Background: an optimization exercise with open tools, aiming at small area, a short achievable clock period and few clock cycles per item. Do not read the settings as production practice.
Where RTL was checked, it was by simulation tests only, not by an equivalence proof against the original.

Design cartesian_to_spherical_core, start of the top module:
module cartesian_to_spherical_core #(
  parameter int unsigned COORD_WIDTH   = 24,
  parameter int unsigned ANGLE_WIDTH   = 16,
  parameter int unsigned CORDIC_STAGES = 16
) (
  input  wire logic                          clk_i,
  input  wire logic                          rst_ni,
  input  wire logic                          cart_valid_i,
  output      logic                          cart_ready_o,
  input  wire logic signed [COORD_WIDTH-1:0] cart_x_i,
  input  wire logic signed [COORD_WIDTH-1:0] cart_y_i,
  input  wire logic signed [COORD_WIDTH-1:0] cart_z_i,
  output      logic                          sph_valid_o,
  input  wire logic                          sph_ready_i,
  output      logic [ANGLE_WIDTH-1:0]        sph_theta_o,
  output      logic [ANGLE_WIDTH-1:0]        sph_psi_o,
  output      logic [COORD_WIDTH-1:0]        sph_radius_o,
  output      logic                          sph_zero_vector_o
);
Size: about 17,000 cells after synthesis, ~3,300 flip-flops, about 210,000 um2 of cells after synthesis.
export LEC_CHECK = 0
export ABC_CLOCK_PERIOD_IN_PS = 2500
export CAP_MARGIN = 20
export CORE_MARGIN = 2
export CORE_UTILIZATION = 40
export SETUP_SLACK_MARGIN = 5
export SLEW_MARGIN = 20
create_clock -name core_clock -period 10.0 [get_ports {clk_i}]
run.sh (not shown) runs the stock make flow with config.mk's settings and CLKGATE_MAP_FILE= SYNTH_SCRIPT=/design/flow/synth_recipe.tcl, a recipe that flattens the netlist after the stock synthesis.
The starting point completed with no timing, DRC or antenna violations.
Rerun with:
--- a/flow/design.v
+++ b/flow/design.v
@@ -128,15 +128,25 @@
   input  wire logic [W-1:0] a,
   input  wire logic [W-1:0] b,
   input  wire logic         ci,
   output      logic [W-1:0] s,
   output      logic         co
 );
   localparam int N = W + 1;           
-  localparam int L = $clog2(N);
+  function automatic int ceil_log2(int n);
+    int l;
+    l = 0;
+    for (int k = 0; k < 31; k = k + 1) begin
+      if ((1 << l) < n) begin
+        l = l + 1;
+      end
+    end
+    ceil_log2 = l;
+  endfunction
+  localparam int L = ceil_log2(N);
   logic [2*L:0][N-1:0] gg;
   logic [2*L:0][N-1:0] pp;
   assign gg[0] = {a & b, ci};
   assign pp[0] = {a ^ b, 1'b0};
   for (genvar l = 0; l < 2 * L; l++) begin : g_lvl
     for (genvar i = 0; i < N; i++) begin : g_bit
       localparam int U = (l < L) ? l : (2 * L - 1 - l);
@@ -454,22 +464,22 @@
   c2s_angle_sum #(.OFS(32'd1 << 15)) u_th (.dir(pd1[NR:1]), .ang(th_ang));
   assign theta = psb1[0] ? '0 : {th_ang[31] ^ pd1[0], th_ang[30:16]};
   logic [63:0]   m1_s_q, m1_c_q;
   logic [AW-1:0] m1_th_q;
   logic [CW:0]   m1_zm_q;   
   logic          m1_sz_q;   
   logic [1:0]    m1_f_q;    
-  logic [CW-1:0] zv;
+  logic signed [CW-1:0] zv;
   assign zv = psb1[CW+1:2];
   always_ff @(posedge clk_i) begin
     if (en) begin
       m1_s_q  <= m1_s;
       m1_c_q  <= m1_c;
       m1_th_q <= theta;
-      m1_zm_q <= zv[CW-1] ? -((CW+1)'($signed(zv))) : (CW+1)'(zv);
+      m1_zm_q <= zv[CW-1] ? -((CW+1)'(zv)) : (CW+1)'(zv);
       m1_sz_q <= zv[CW-1];
       m1_f_q  <= psb1[1:0];
     end
   end
   logic          sz, c31, flip2, d0b;
   logic [32:0]   zabs, s_hi, c_hi;
   logic [30:0]   lo_s;
Result: The new run completed without violations; count of clock-buffer cells in the layout is higher by 19; die area is higher by 0.32%; worst setup slack improved by 0.32 ns; critical path depth is lower by 3; routed wire length hardly moves.
Testbench counts after the change, summed over its fixed seeds: cycles 8,480, items 8,192.
Function not checked in the first run of this note: the RTL went through the layout flow alone.

--- another note on this design; it stands on its own ---

## cartesian_to_spherical_core
module cartesian_to_spherical_core #(
  parameter int unsigned COORD_WIDTH   = 24,
  parameter int unsigned ANGLE_WIDTH   = 16,
  parameter int unsigned CORDIC_STAGES = 16
) (
  input  wire logic                          clk_i,
  input  wire logic                          rst_ni,
  input  wire logic                          cart_valid_i,
  output      logic                          cart_ready_o,
  input  wire logic signed [COORD_WIDTH-1:0] cart_x_i,
  input  wire logic signed [COORD_WIDTH-1:0] cart_y_i,
  input  wire logic signed [COORD_WIDTH-1:0] cart_z_i,
  output      logic                          sph_valid_o,
  input  wire logic                          sph_ready_i,
  output      logic [ANGLE_WIDTH-1:0]        sph_theta_o,
  output      logic [ANGLE_WIDTH-1:0]        sph_psi_o,
  output      logic [COORD_WIDTH-1:0]        sph_radius_o,
  output      logic                          sph_zero_vector_o
);
clock: 10.0 ns
lec_check: 0
abc_clock_period_in_ps: 2500
cap_margin: 20
core_margin: 2
core_utilization: 40
slew_margin: 20
standard.sh (not shown) runs the stock make flow with config.mk's settings and CLKGATE_MAP_FILE= SYNTH_SCRIPT=/design/flow/synth_recipe.tcl, a recipe that flattens the netlist after the stock synthesis.
==> flow/flow/run.sh <==
#!/bin/bash
# Standard layout with timing repair aimed at a shorter period than the
# clock constraint: the same constraint file, a larger setup margin.
set -euo pipefail
MARGIN=$(cat flow/margin.txt)
bash standard.sh SETUP_SLACK_MARGIN="$MARGIN" finish > flow_make.log 2>&1
==> flow/flow/margin.txt <==
6.5
Testbench counts at the start, summed over its fixed seeds: cycles 8,488, items 8,192.
Next try:
==> flow/flow/margin.txt (replaced) <==
6.8
The new run produced a clean layout.
Setup slack improves by 0.011 ns.
Worst hold slack improves by 0.0043 ns.
Clock-buffer cell count does not change.
Area after synthesis does not change.
Final area is higher by about 3%.
Clock skew is about the same.

Another version of the RTL of cartesian_to_spherical_core (not shown whole).
For scale: about 3500 flip-flops, about 140 I/O pins, about 220000 um2 of cells after synthesis.
// cartesian_to_spherical_core
module cartesian_to_spherical_core #(
  parameter int unsigned COORD_WIDTH   = 24,
  parameter int unsigned ANGLE_WIDTH   = 16,
  parameter int unsigned CORDIC_STAGES = 16
) (
  input  wire logic                          clk_i,
  input  wire logic                          rst_ni,
  input  wire logic                          cart_valid_i,
  output      logic                          cart_ready_o,
  input  wire logic signed [COORD_WIDTH-1:0] cart_x_i,
  input  wire logic signed [COORD_WIDTH-1:0] cart_y_i,
  input  wire logic signed [COORD_WIDTH-1:0] cart_z_i,
  output      logic                          sph_valid_o,
  input  wire logic                          sph_ready_i,
  output      logic [ANGLE_WIDTH-1:0]        sph_theta_o,
  output      logic [ANGLE_WIDTH-1:0]        sph_psi_o,
  output      logic [COORD_WIDTH-1:0]        sph_radius_o,
  output      logic                          sph_zero_vector_o
);
clock: 10.0 ns
lec_check: 0
abc_clock_period_in_ps: 2500
cap_margin: 20
core_margin: 2
core_utilization: 40
slew_margin: 20
==> flow/flow/margin.txt <==
6.5
Scripts as last shown in full above: flow/flow/run.sh
Testbench counts at the start, summed over its fixed seeds: cycles 8,488, items 8,192.
Change:
Settings changed: CTS_CLUSTER_DIAMETER set to 150, CTS_CLUSTER_SIZE set to 30.
What happened:
- utilization came out lower by 1.5 points
- routed wire length is lower by 1.5%
- worst setup slack got worse by 0.054 ns

==> separate check: timing with driven ports <==
No port has a modelled driver above. Below, the same layouts with a new extraction and two added sets of constraints. Step 1 assumes that a clkbuf_16 drives the clock port and a buf_2 every other input. Step 2 times the ports against the registers' clock, not the clock port: input delays grow and output delays shrink by t, the midpoint of the rising clock arrivals with the driver on. a / b / c = ideal / step 1 / step 2; a / b = the first two.
| run | t (ns) | setup WS [ns] | hold slack, ns | latest minus earliest clock arrival (ns) | worst data-port slew with drivers (ns) |
|---|---|---|---|---|---|
| the first run of note 1 | 1.075 | 3.724 / 3.724 / 3.724 | 0.375 / 0.375 / 0.375 | 0.131 / 0.131 | 0.06 |
| the second run of note 1 | 1.050 | 4.049 / 4.049 / 4.049 | 0.389 / 0.389 / 0.389 | 0.108 / 0.108 | 0.07 |
| the first run of note 2 | 1.071 | 5.791 / 5.791 / 5.791 | 0.391 / 0.391 / 0.391 | 0.102 / 0.102 | 0.09 |
| the second run of note 2 | 1.070 | 5.803 / 5.803 / 5.803 | 0.396 / 0.396 / 0.396 | 0.102 / 0.102 | 0.09 |
| the first run of note 3 | 1.066 | 5.933 / 5.933 / 5.933 | 0.393 / 0.393 / 0.393 | 0.107 / 0.108 | 0.08 |
| the second run of note 3 | 1.004 | 5.880 / 5.880 / 5.880 | 0.398 / 0.398 / 0.398 | 0.097 / 0.097 | 0.07 |
After both steps setup and hold are still met in every run listed.
